This is an optimization exercise on Yosys and OpenROAD, whose aim is small area, a short achievable clock period and few clock cycles per item, not a production implementation.
The RTL was checked by simulation tests, not by an equivalence proof against the original design.
Power figures rest on the tool's default switching activity, not on a simulated workload.

<file path="flow/config.mk">
export PLATFORM = sky130hd
export DESIGN_NAME = vec_unit
export DESIGN_NICKNAME = vec_unit
export VERILOG_FILES = /design/flow/design.v
export SDC_FILE = /design/flow/constraint.sdc
export NUM_CORES = 4
export LEC_CHECK = 0
export CAP_MARGIN = 20
export CORE_MARGIN = 2
export CORE_UTILIZATION = 40
export SLEW_MARGIN = 20
</file>
<file path="flow/constraint.sdc">
create_clock -name core_clock -period 11.0 [get_ports {clk_i}]
set_input_delay 2.2000 -clock core_clock [delete_from_list [all_inputs] [get_ports {clk_i}]]
set_output_delay 2.2000 -clock core_clock [all_outputs]
set_load 0.01 [all_outputs]
</file>
<file path="flow/design.v">
package vec_cfg_pkg;
  localparam int unsigned ELEN = 32;
  localparam int unsigned VLMAX = 8;
  localparam int unsigned NR_VREGS = 8;
  localparam int unsigned VREG_IDX_W = 3;
  localparam int unsigned VL_W = 4;
  localparam int unsigned RESP_FIFO_DEPTH = 2;
  localparam int unsigned RESP_PTR_W = (RESP_FIFO_DEPTH > 1) ? $clog2(RESP_FIFO_DEPTH) : 1;
  localparam int unsigned RESP_CNT_W = $clog2(RESP_FIFO_DEPTH + 1);
  typedef logic [ELEN-1:0] elem_t;
  typedef logic [VL_W-1:0] vl_t;
  typedef logic [VREG_IDX_W-1:0] vreg_idx_t;
  typedef logic [RESP_PTR_W-1:0] resp_ptr_t;
  typedef logic [RESP_CNT_W-1:0] resp_cnt_t;
endpackage
package vec_isa_pkg;
  typedef enum logic [1:0] {
    KIND_SETVL  = 2'd0,
    KIND_ARITH  = 2'd1,
    KIND_REDSUM = 2'd2,
    KIND_MOVX   = 2'd3
  } insn_kind_e;
  typedef enum logic [2:0] {
    OP_ADD = 3'd0,
    OP_SUB = 3'd1,
    OP_AND = 3'd2,
    OP_OR  = 3'd3,
    OP_XOR = 3'd4,
    OP_MV  = 3'd5
  } alu_op_e;
  typedef struct packed {
    insn_kind_e             kind;
    alu_op_e                op;
    logic [2:0]             vd;
    logic [2:0]             vs1;
    logic [2:0]             vs2;
    logic                   scalar_op;
    logic [16:0]            pad;
  } insn_arith_t;
  typedef struct packed {
    insn_kind_e  kind;
    logic [4:0]  avl;
    logic [24:0] pad;
  } insn_cfg_t;
  typedef union packed {
    insn_arith_t arith;
    insn_cfg_t   cfg;
  } vec_insn_u;
  typedef struct packed {
    vec_insn_u          insn;
    logic [31:0]        rs1;
  } acc_req_t;
  typedef struct packed {
    insn_kind_e             kind;
    alu_op_e                op;
    logic [2:0]             vd;
    logic [2:0]             vs1;
    logic [2:0]             vs2;
    logic                   scalar_op;
    logic [31:0]            scalar;
    logic [3:0]             vl;
  } vec_issue_t;
  typedef struct packed {
    insn_kind_e         kind;
    logic [31:0]        data;
    logic               last;
  } elem_res_t;
  typedef struct packed {
    insn_kind_e         kind;
    logic [31:0]        data;
  } acc_resp_t;
endpackage
module vec_alu (
  input  vec_isa_pkg::alu_op_e op_i,
  input  vec_cfg_pkg::elem_t   a_i,
  input  vec_cfg_pkg::elem_t   b_i,
  output vec_cfg_pkg::elem_t   res_o
);
  always_comb begin
    case (op_i)
      vec_isa_pkg::OP_ADD: begin
        res_o = a_i + b_i;
      end
      vec_isa_pkg::OP_SUB: begin
        res_o = a_i - b_i;
      end
      vec_isa_pkg::OP_AND: begin
        res_o = a_i & b_i;
      end
      vec_isa_pkg::OP_OR: begin
        res_o = a_i | b_i;
      end
      vec_isa_pkg::OP_XOR: begin
        res_o = a_i ^ b_i;
      end
      vec_isa_pkg::OP_MV: begin
        res_o = b_i;
      end
      default: begin
        res_o = '0;
      end
    endcase
  end
endmodule
module vec_dispatcher (
  input  logic                    clk_i,
  input  logic                    rst_n_i,
  input  vec_isa_pkg::acc_req_t   acc_req_i,
  input  logic                    acc_req_valid_i,
  output logic                    acc_req_ready_o,
  output vec_isa_pkg::vec_issue_t issue_o,
  output logic                    issue_valid_o,
  input  logic                    issue_ready_i
);
  vec_cfg_pkg::vl_t        vl_q;
  vec_cfg_pkg::vl_t        new_vl;
  vec_isa_pkg::vec_issue_t issue_d;
  vec_isa_pkg::vec_issue_t issue_q;
  logic                    issue_valid_q;
  logic                    req_hs;
  assign acc_req_ready_o = !issue_valid_q || issue_ready_i;
  assign req_hs          = acc_req_valid_i && acc_req_ready_o;
  vec_isa_pkg::insn_arith_t arith;
  vec_isa_pkg::insn_cfg_t   cfg;
  always_comb begin
    arith = acc_req_i[63:32];
    cfg   = acc_req_i[63:32];
    if (cfg.avl > vec_cfg_pkg::VLMAX) begin
      new_vl = vec_cfg_pkg::vl_t'(vec_cfg_pkg::VLMAX);
    end else begin
      new_vl = vec_cfg_pkg::vl_t'(cfg.avl);
    end
    issue_d        = '0;
    issue_d.kind   = arith.kind;
    issue_d.scalar = acc_req_i.rs1;
    issue_d.vl     = vl_q;
    if (arith.kind == vec_isa_pkg::KIND_SETVL) begin
      issue_d.vl = new_vl;
    end else begin
      issue_d.op        = arith.op;
      issue_d.vd        = arith.vd;
      issue_d.vs1       = arith.vs1;
      issue_d.vs2       = arith.vs2;
      issue_d.scalar_op = arith.scalar_op;
    end
  end
  always_ff @(posedge clk_i or negedge rst_n_i) begin
    if (!rst_n_i) begin
      vl_q          <= vec_cfg_pkg::vl_t'(vec_cfg_pkg::VLMAX);
      issue_valid_q <= 1'b0;
    end else begin
      if (req_hs) begin
        issue_valid_q <= 1'b1;
      end else if (issue_ready_i) begin
        issue_valid_q <= 1'b0;
      end
      if (req_hs && issue_d.kind == vec_isa_pkg::KIND_SETVL) begin
        vl_q <= new_vl;
      end
    end
  end
  always_ff @(posedge clk_i) begin
    if (req_hs) begin
      issue_q <= issue_d;
    end
  end
  assign issue_o       = issue_q;
  assign issue_valid_o = issue_valid_q;
endmodule
module vec_lane (
  input  logic                    clk_i,
  input  logic                    rst_n_i,
  input  vec_isa_pkg::vec_issue_t issue_i,
  input  logic                    issue_valid_i,
  output logic                    issue_ready_o,
  output vec_isa_pkg::elem_res_t  elem_o,
  output logic                    elem_valid_o,
  input  logic                    elem_ready_i
);
  typedef struct packed {
    vec_cfg_pkg::vreg_idx_t vd;
    vec_cfg_pkg::vl_t       idx;
    vec_cfg_pkg::elem_t     data;
  } wb_t;
  vec_cfg_pkg::elem_t [vec_cfg_pkg::NR_VREGS-1:0][vec_cfg_pkg::VLMAX-1:0] vrf_q;
  vec_isa_pkg::vec_issue_t cur_q;
  logic                    busy_q;
  vec_cfg_pkg::vl_t        idx_q;
  wb_t                     wb_q;
  logic                    wb_valid_q;
  vec_cfg_pkg::elem_t   vs1_elem;
  vec_cfg_pkg::elem_t   vs2_elem;
  vec_cfg_pkg::elem_t   alu_a;
  vec_cfg_pkg::elem_t   alu_b;
  vec_cfg_pkg::elem_t   alu_res;
  vec_isa_pkg::alu_op_e alu_op;
  logic                 in_range;
  logic                 last;
  logic                 reads_vs1;
  logic                 reads_vs2;
  logic                 hazard;
  logic                 advance;
  logic                 wr_en;
  assign vs1_elem = vrf_q[cur_q.vs1][idx_q];
  assign vs2_elem = vrf_q[cur_q.vs2][idx_q];
  assign in_range = idx_q < cur_q.vl;
  assign last = (cur_q.kind == vec_isa_pkg::KIND_SETVL) || (cur_q.vl == '0) ||
                (idx_q == cur_q.vl - 1'b1);
  assign reads_vs2 = cur_q.kind != vec_isa_pkg::KIND_SETVL;
  assign reads_vs1 = (cur_q.kind == vec_isa_pkg::KIND_ARITH) && !cur_q.scalar_op;
  assign hazard = wb_valid_q && (idx_q == '0) &&
                  ((reads_vs2 && cur_q.vs2 == wb_q.vd) || (reads_vs1 && cur_q.vs1 == wb_q.vd));
  assign elem_valid_o  = busy_q && !hazard;
  assign advance       = elem_valid_o && elem_ready_i;
  assign issue_ready_o = !busy_q || (advance && last);
  assign wr_en = advance && (cur_q.kind == vec_isa_pkg::KIND_ARITH) && in_range;
  always_comb begin
    alu_op = vec_isa_pkg::OP_ADD;
    alu_a  = in_range ? vs2_elem : '0;
    alu_b  = '0;
    if (cur_q.kind == vec_isa_pkg::KIND_ARITH) begin
      alu_op = cur_q.op;
      alu_b  = cur_q.scalar_op ? cur_q.scalar : vs1_elem;
    end else if (idx_q == '0) begin
      alu_b = cur_q.scalar;
    end
  end
  vec_alu i_alu (
    .op_i  (alu_op ),
    .a_i   (alu_a  ),
    .b_i   (alu_b  ),
    .res_o (alu_res)
  );
  always_comb begin
    elem_o.kind = cur_q.kind;
    elem_o.last = last;
    case (cur_q.kind)
      vec_isa_pkg::KIND_SETVL: elem_o.data = vec_cfg_pkg::elem_t'(cur_q.vl);
      vec_isa_pkg::KIND_MOVX:  elem_o.data = vrf_q[cur_q.vs2][0];
      default:                 elem_o.data = alu_res;
    endcase
  end
  always_ff @(posedge clk_i or negedge rst_n_i) begin
    if (!rst_n_i) begin
      busy_q <= 1'b0;
      idx_q  <= '0;
    end else if (issue_valid_i && issue_ready_o) begin
      busy_q <= 1'b1;
      idx_q  <= '0;
    end else if (advance) begin
      if (last) begin
        busy_q <= 1'b0;
      end else begin
        idx_q <= idx_q + 1'b1;
      end
    end
  end
  always_ff @(posedge clk_i) begin
    if (issue_valid_i && issue_ready_o) begin
      cur_q <= issue_i;
    end
  end
  always_ff @(posedge clk_i or negedge rst_n_i) begin
    if (!rst_n_i) begin
      wb_valid_q <= 1'b0;
    end else begin
      wb_valid_q <= wr_en;
    end
  end
  always_ff @(posedge clk_i) begin
    if (wr_en) begin
      wb_q.vd   <= cur_q.vd;
      wb_q.idx  <= idx_q;
      wb_q.data <= alu_res;
    end
  end
  always_ff @(posedge clk_i or negedge rst_n_i) begin
    if (!rst_n_i) begin
      vrf_q <= '0;
    end else if (wb_valid_q) begin
      vrf_q[wb_q.vd][wb_q.idx] <= wb_q.data;
    end
  end
endmodule
module vec_result_unit (
  input  logic                   clk_i,
  input  logic                   rst_n_i,
  input  vec_isa_pkg::elem_res_t elem_i,
  input  logic                   elem_valid_i,
  output logic                   elem_ready_o,
  output vec_isa_pkg::acc_resp_t acc_resp_o,
  output logic                   acc_resp_valid_o,
  input  logic                   acc_resp_ready_i
);
  vec_cfg_pkg::elem_t     acc_q;
  vec_cfg_pkg::elem_t     elem0_q;
  vec_cfg_pkg::elem_t     red_sum;
  vec_cfg_pkg::elem_t     elem0;
  logic                   first_q;
  logic                   elem_hs;
  vec_isa_pkg::acc_resp_t resp_d;
  vec_isa_pkg::acc_resp_t pend_q;
  logic                   pend_valid_q;
  logic [vec_cfg_pkg::RESP_FIFO_DEPTH-1:0][33:0] fifo_q;
  vec_cfg_pkg::resp_ptr_t wr_ptr_q;
  vec_cfg_pkg::resp_ptr_t rd_ptr_q;
  vec_cfg_pkg::resp_cnt_t cnt_q;
  logic                   push;
  logic                   pop;
  function automatic vec_cfg_pkg::resp_ptr_t ptr_next(input vec_cfg_pkg::resp_ptr_t ptr);
    ptr_next = (ptr == vec_cfg_pkg::resp_ptr_t'(vec_cfg_pkg::RESP_FIFO_DEPTH - 1)) ?
               vec_cfg_pkg::resp_ptr_t'(0) : vec_cfg_pkg::resp_ptr_t'(ptr + 1'b1);
  endfunction
  assign elem_ready_o = (cnt_q + pend_valid_q) < vec_cfg_pkg::RESP_FIFO_DEPTH;
  assign elem_hs      = elem_valid_i && elem_ready_o;
  always_comb begin
    red_sum     = (first_q ? '0 : acc_q) + elem_i.data;
    elem0       = first_q ? elem_i.data : elem0_q;
    resp_d.kind = elem_i.kind;
    case (elem_i.kind)
      vec_isa_pkg::KIND_SETVL:  resp_d.data = elem_i.data;
      vec_isa_pkg::KIND_REDSUM: resp_d.data = red_sum;
      vec_isa_pkg::KIND_MOVX:   resp_d.data = elem0;
      default:                  resp_d.data = '0;
    endcase
  end
  always_ff @(posedge clk_i or negedge rst_n_i) begin
    if (!rst_n_i) begin
      first_q      <= 1'b1;
      acc_q        <= '0;
      elem0_q      <= '0;
      pend_valid_q <= 1'b0;
    end else begin
      pend_valid_q <= elem_hs && elem_i.last;
      if (elem_hs) begin
        first_q <= elem_i.last;
        acc_q   <= red_sum;
        elem0_q <= elem0;
      end
    end
  end
  always_ff @(posedge clk_i) begin
    if (elem_hs && elem_i.last) begin
      pend_q <= resp_d;
    end
  end
  assign push             = pend_valid_q;
  assign pop              = acc_resp_valid_o && acc_resp_ready_i;
  assign acc_resp_valid_o = cnt_q != '0;
  assign acc_resp_o       = fifo_q[rd_ptr_q];
  always_ff @(posedge clk_i or negedge rst_n_i) begin
    if (!rst_n_i) begin
      wr_ptr_q <= '0;
      rd_ptr_q <= '0;
      cnt_q    <= '0;
    end else begin
      if (push) begin
        wr_ptr_q <= ptr_next(wr_ptr_q);
      end
      if (pop) begin
        rd_ptr_q <= ptr_next(rd_ptr_q);
      end
      cnt_q <= cnt_q + vec_cfg_pkg::resp_cnt_t'(push) - vec_cfg_pkg::resp_cnt_t'(pop);
    end
  end
  always_ff @(posedge clk_i) begin
    if (push) begin
      fifo_q[wr_ptr_q] <= pend_q;
    end
  end
endmodule
module vec_unit (
  input  logic                   clk_i,
  input  logic                   rst_n_i,
  input  logic [63:0]            acc_req_i,
  input  logic                   acc_req_valid_i,
  output logic                   acc_req_ready_o,
  output logic [33:0]            acc_resp_o,
  output logic                   acc_resp_valid_o,
  input  logic                   acc_resp_ready_i
);
  vec_isa_pkg::acc_req_t  acc_req;
  vec_isa_pkg::acc_resp_t acc_resp;
  assign acc_req    = acc_req_i;
  assign acc_resp_o = acc_resp;
  vec_isa_pkg::vec_issue_t issue;
  logic                    issue_valid;
  logic                    issue_ready;
  vec_dispatcher i_dispatcher (
    .clk_i           (clk_i          ),
    .rst_n_i         (rst_n_i        ),
    .acc_req_i       (acc_req        ),
    .acc_req_valid_i (acc_req_valid_i),
    .acc_req_ready_o (acc_req_ready_o),
    .issue_o         (issue          ),
    .issue_valid_o   (issue_valid    ),
    .issue_ready_i   (issue_ready    )
  );
  vec_isa_pkg::elem_res_t elem;
  logic                   elem_valid;
  logic                   elem_ready;
  vec_lane i_lane (
    .clk_i         (clk_i      ),
    .rst_n_i       (rst_n_i    ),
    .issue_i       (issue      ),
    .issue_valid_i (issue_valid),
    .issue_ready_o (issue_ready),
    .elem_o        (elem       ),
    .elem_valid_o  (elem_valid ),
    .elem_ready_i  (elem_ready )
  );
  vec_result_unit i_result_unit (
    .clk_i            (clk_i           ),
    .rst_n_i          (rst_n_i         ),
    .elem_i           (elem            ),
    .elem_valid_i     (elem_valid      ),
    .elem_ready_o     (elem_ready      ),
    .acc_resp_o       (acc_resp        ),
    .acc_resp_valid_o (acc_resp_valid_o),
    .acc_resp_ready_i (acc_resp_ready_i)
  );
endmodule
</file>
<file path="flow/run.sh">
#!/bin/bash
# synth_recipe.tcl (not shown) runs the flow's synth.tcl, then flattens the netlist and writes it again
# the make line also repeats each setting of config.mk as NAME=value (left out here)
make -C /OpenROAD-flow-scripts/flow DESIGN_CONFIG=/design/flow/config.mk WORK_HOME=/design/flow/orfs CLKGATE_MAP_FILE= SYNTH_SCRIPT=/design/flow/synth_recipe.tcl finish
</file>
==> summary.txt <==
status -> no timing/DRC/antenna violations
top_reg_cell synth -> dfrtp_1
Post-Syn Nets -> 8628
Syn Area/Cell -> 14.01 um2
Final WS setup -> 0.9331 ns
Fin Setup TNS -> 0 ns
Hold Startpoint -> i_dispatcher.issue_q[11]$_DFFE_PP_
IO Port Bufs -> 86
Final min period -> 10.07 ns
CP max stage cell -> dfrtp_4
library cells used by synthesis -> 92
area of the multi-input gates -> 54070 um2
Max Root-Sink Buffers -> 4
DRC viols -> 0
CP startpoint -> i_lane.idx_q[2]$_DFFE_PN0P_
RSZ-0062 raised after global routing -> false
most used cell, CP -> nand3_1
largest net degree at the start of global routing -> 174
Die Area -> 298900 um2
peak per-stage delay on the critical path -> 1.14 ns
Post-DRT Antenna Nets -> 0
Post-Place Cells -> 12017
CTS tree -> yes
post-synth top area cell -> dfrtp_1
Crit path arrival time -> 10.73 ns
Post-synth ARST share -> 89.76%
clock latency at the later pin of the worst-skew pair -> 0.94 ns
switching share of total power -> 40.46%
WP data required -> 11.66 ns
Post-Place Setup Slack -> 1.146 ns
register area share after synthesis -> 51.42%
first-pass GRT wire length -> 603400 um
vias -> 77000
cts hold-fix bufs -> 0
main area contributors after synthesis -> dfrtp_1 45%, mux2_2 21%, mux4_2 11%, edfxtp_1 6.2%, mux2i_1 2.8%
final max-slew violation count -> 0
I/O pins -> 104
global placer's final weighted congestion -> 0.9826
core area -> 293600 um2
vias in the first global route -> 77458
register area -> 60590 um2
Finished Layout Cells -> 12508
Via density -> 6.156
Tcrit/Tclk final -> 91.52%
combinational power share -> 44.9%
clock-pin slew on the worst setup and hold paths -> 0.06 ns
Hold Crit Class -> flop to flop
std cell rows -> 199
post-CTS resize count -> 0
Clk pwr share -> 22.8%
Final Skew -> 0.06123 ns
Initial DRC Count -> 8799
synthesized instance count -> 8409
Clock Sinks -> 2372
Total Nets Final -> 8594
TritonCTS Buffers -> 273
Worst Setup Path Type -> flop to flop
share of post-route cells with drive strength above 1 -> 42.28%
CP max FO -> 39
share of power burned in registers -> 32.3%
Post-DP HPWL -> 264200 um
Routed WL per cell -> 34.31 um
Pre-Repair DR Iteration Count -> 9
most common cell in the netlist -> mux2_2
starting density of the core -> 40.13%
initial antenna violation count -> 30
Area growth syn-to-layout -> 12.85%
endpoints failing hold -> 0
Worst Tran Pin Value -> 1.245 ns
CP Launch Type -> flop
total power divided by cell area -> 303.8 nW/um2
final wirelength -> 429100 um
VDD IR max -> 199.9 uV
post-CTS setup buffers -> 0
total grt overflow -> 0
Die X -> 546.7 um
critical path endpoint category -> flop
Rel. slew slack -> 17.01%
Post-synth EDFFs -> 243
Reg2Reg Launch Point -> i_lane.idx_q[2]$_DFFE_PN0P_
share of the synthesized area in the top cell type -> 45.18%
clock root cell -> clkbuf_16
upper clock frequency limit -> 99.34 MHz
Net Switching -> 16.34 mW
CTS H-Tree Depth -> 5
smallest hold slack -> 0.4037 ns
die height -> 546.7 um
Synth Cell Area -> 117800 um2
commonest cells in the netlist -> 2168 x mux2_2, 2127 x dfrtp_1, 562 x mux4_2
#FFs+latches synth -> 2372
setup violators final -> 0
Fill cells -> 25814
Max-cap violations -> 0
GRT Overall Usage -> 28.37%
yosys warns -> 4
LEAKAGE -> 61.33 nW
Int Pwr -> 24.04 mW
-- power groups by stage --
stage	sequential [mW]	clock, mW	combinational (mW)
after detailed placement	13.2	0	17.6
after floorplan	12.5	0	11.5
after CTS	13.0	9.34	17.7
after global routing	13.3	9.71	19.1
final	13.1	9.21	18.1
after global placement	13.0	0	17.4
-- worst paths after layout --
check | end | cells past startpoint | slack [ns]
max | i_result_unit.pend_q[31]$_DFFE_PP_ | 34 | 0.93
min | i_lane.cur_q[11]$_DFFE_PP_ | 0 | 0.40
max reg2reg | i_result_unit.pend_q[31]$_DFFE_PP_ | 34 | 0.93
min reg2reg | i_lane.cur_q[11]$_DFFE_PP_ | 0 | 0.40
max in group asynchronous | i_result_unit.elem0_q[24]$_DFFE_PN0P_ | 3 | 7.41
min in group asynchronous | i_lane.vrf_q[2010]$_DFFE_PN0P_ | 1 | 1.29
-- state kept, by name, indices dropped and copies added, names as in the netlist, named ones only --
name	count
i_dispatcher.issue_q	51
i_dispatcher.issue_valid_q	1
i_dispatcher.vl_q	4
i_lane.busy_q	1
i_lane.cur_q	51
i_lane.idx_q	4
i_lane.vrf_q	2048
i_lane.wb_q	39
i_lane.wb_valid_q	1
i_result_unit.acc_q	32
i_result_unit.cnt_q	2
i_result_unit.elem0_q	32
i_result_unit.first_q	1
i_result_unit.pend_q	34
i_result_unit.pend_valid_q	1
i_result_unit.rd_ptr_q	1
i_result_unit.wr_ptr_q	1
-- logic make-up (layout without fill, tap and decap cells) --
group	Yosys count	after routing	synth area share (%)
XOR/XNOR	111	111	0.8317
flip-flops	2372	2372	51.42
buffers and inverters	858	1023	3.126
multiplexers	3062	3062	34.34
other	0	15	0
adder cells (fa/ha/maj)	151	151	1.617
AO/OA/AOI/OAI	728	728	4.269
AND/OR/NAND/NOR	1127	1127	4.400
-- per-stage QoR --
step           power (mW)  instance area (um2)  util (%)
2_1_floorplan       24.08               117800         -
3_3_place_gp        30.39               123800     42.18
3_5_place_dp        30.82               123900     42.20
4_1_cts             40.09               132800     45.25
5_1_grt             42.09               132900     45.28
6_report            40.38               132900     45.29
-- layout make-up --
| cell class | count | share of cell area, % |
|---|---|---|
| flip-flops and latches | 2372 | 45.57 |
| multi-input cells | 5179 | 40.67 |
| clock buffers | 372 | 5.798 |
| well taps | 3919 | 3.688 |
| repair buffers | 441 | 2.986 |
| clock inverters | 102 | 0.9421 |
| inverters | 108 | 0.3106 |
| diodes | 15 | 0.02823 |
-- metal layers --
layer,global-route usage (%),wire [um],vias to the layer above
met5,0,58,-
met4,14.10,24540,8
met3,7.011,39580,971
met2,42.43,189200,3608
met1,38.49,175700,41332
li1,-,-,31081
-- worst max-delay path, delay by kind of cell (launching register included) --
family                     cells  cell delay [ns]
muxes                          2             0.73
and+or+nand+nor               10             1.91
DFF                            1             1.14
adders and majority gates      3             1.16
buffers and inverters          4             0.92
AOI/OAI and AO/OA             14             3.63
xor gates and xnor gates       1             0.17
-- layout by cell type (no fill, tap or decap), types with 29 or more instances in the layout --
master | netlist | final
nand2b_1 | 36 | 36
and2_1 | 58 | 57
o211ai_1 | 53 | 53
nor3_1 | 46 | 43
clkdlybuf4s50_1 | 0 | 85
buf_4 | 23 | 322
ha_1 | 149 | 144
xnor2_1 | 78 | 77
edfxtp_1 | 243 | 243
inv_1 | 102 | 100
clkbuf_8 | 0 | 42
dfrtp_1 | 2127 | 2124
mux2i_1 | 328 | 327
o21ai_0 | 139 | 137
nand3_1 | 71 | 70
mux2_2 | 2168 | 2168
a21oi_1 | 124 | 124
xor2_1 | 32 | 31
buf_12 | 3 | 29
clkinv_2 | 0 | 42
clkbuf_1 | 430 | 53
a221oi_1 | 34 | 34
mux4_2 | 562 | 562
clkbuf_16 | 0 | 277
nand2_1 | 465 | 434
a22oi_1 | 80 | 80
nor2b_1 | 80 | 77
o22ai_1 | 34 | 34
nor2_4 | 0 | 35
o21a_1 | 32 | 32
nor2_1 | 262 | 226
Testbench counts, summed over its fixed seeds: cycles 21,906, insns 3,200.

[static timing again, ports no longer ideal]
No port has a modelled driver above. Below, the same layout with a new extraction and two added sets of constraints.
Step 1 sets driving cells, clkbuf_16 on the clock port and buf_2 on the other inputs (assumed; they add their load-dependent delay and slew).
Step 2 also shifts input and output timing later by t, the mid clock arrival at the registers, as if the neighbouring blocks saw the same clock.
a / b / c = ideal / step 1 / step 2; a / b = the first two.
t (ns): 1.021
setup slack, ns: 0.933 / 0.933 / 0.933
worst data-port slew with drivers (ns): 0.13
After both steps this run still meets setup and hold. The setup slack of this run moves by 0.000 ns with the drivers and by 0.000 ns with both steps.
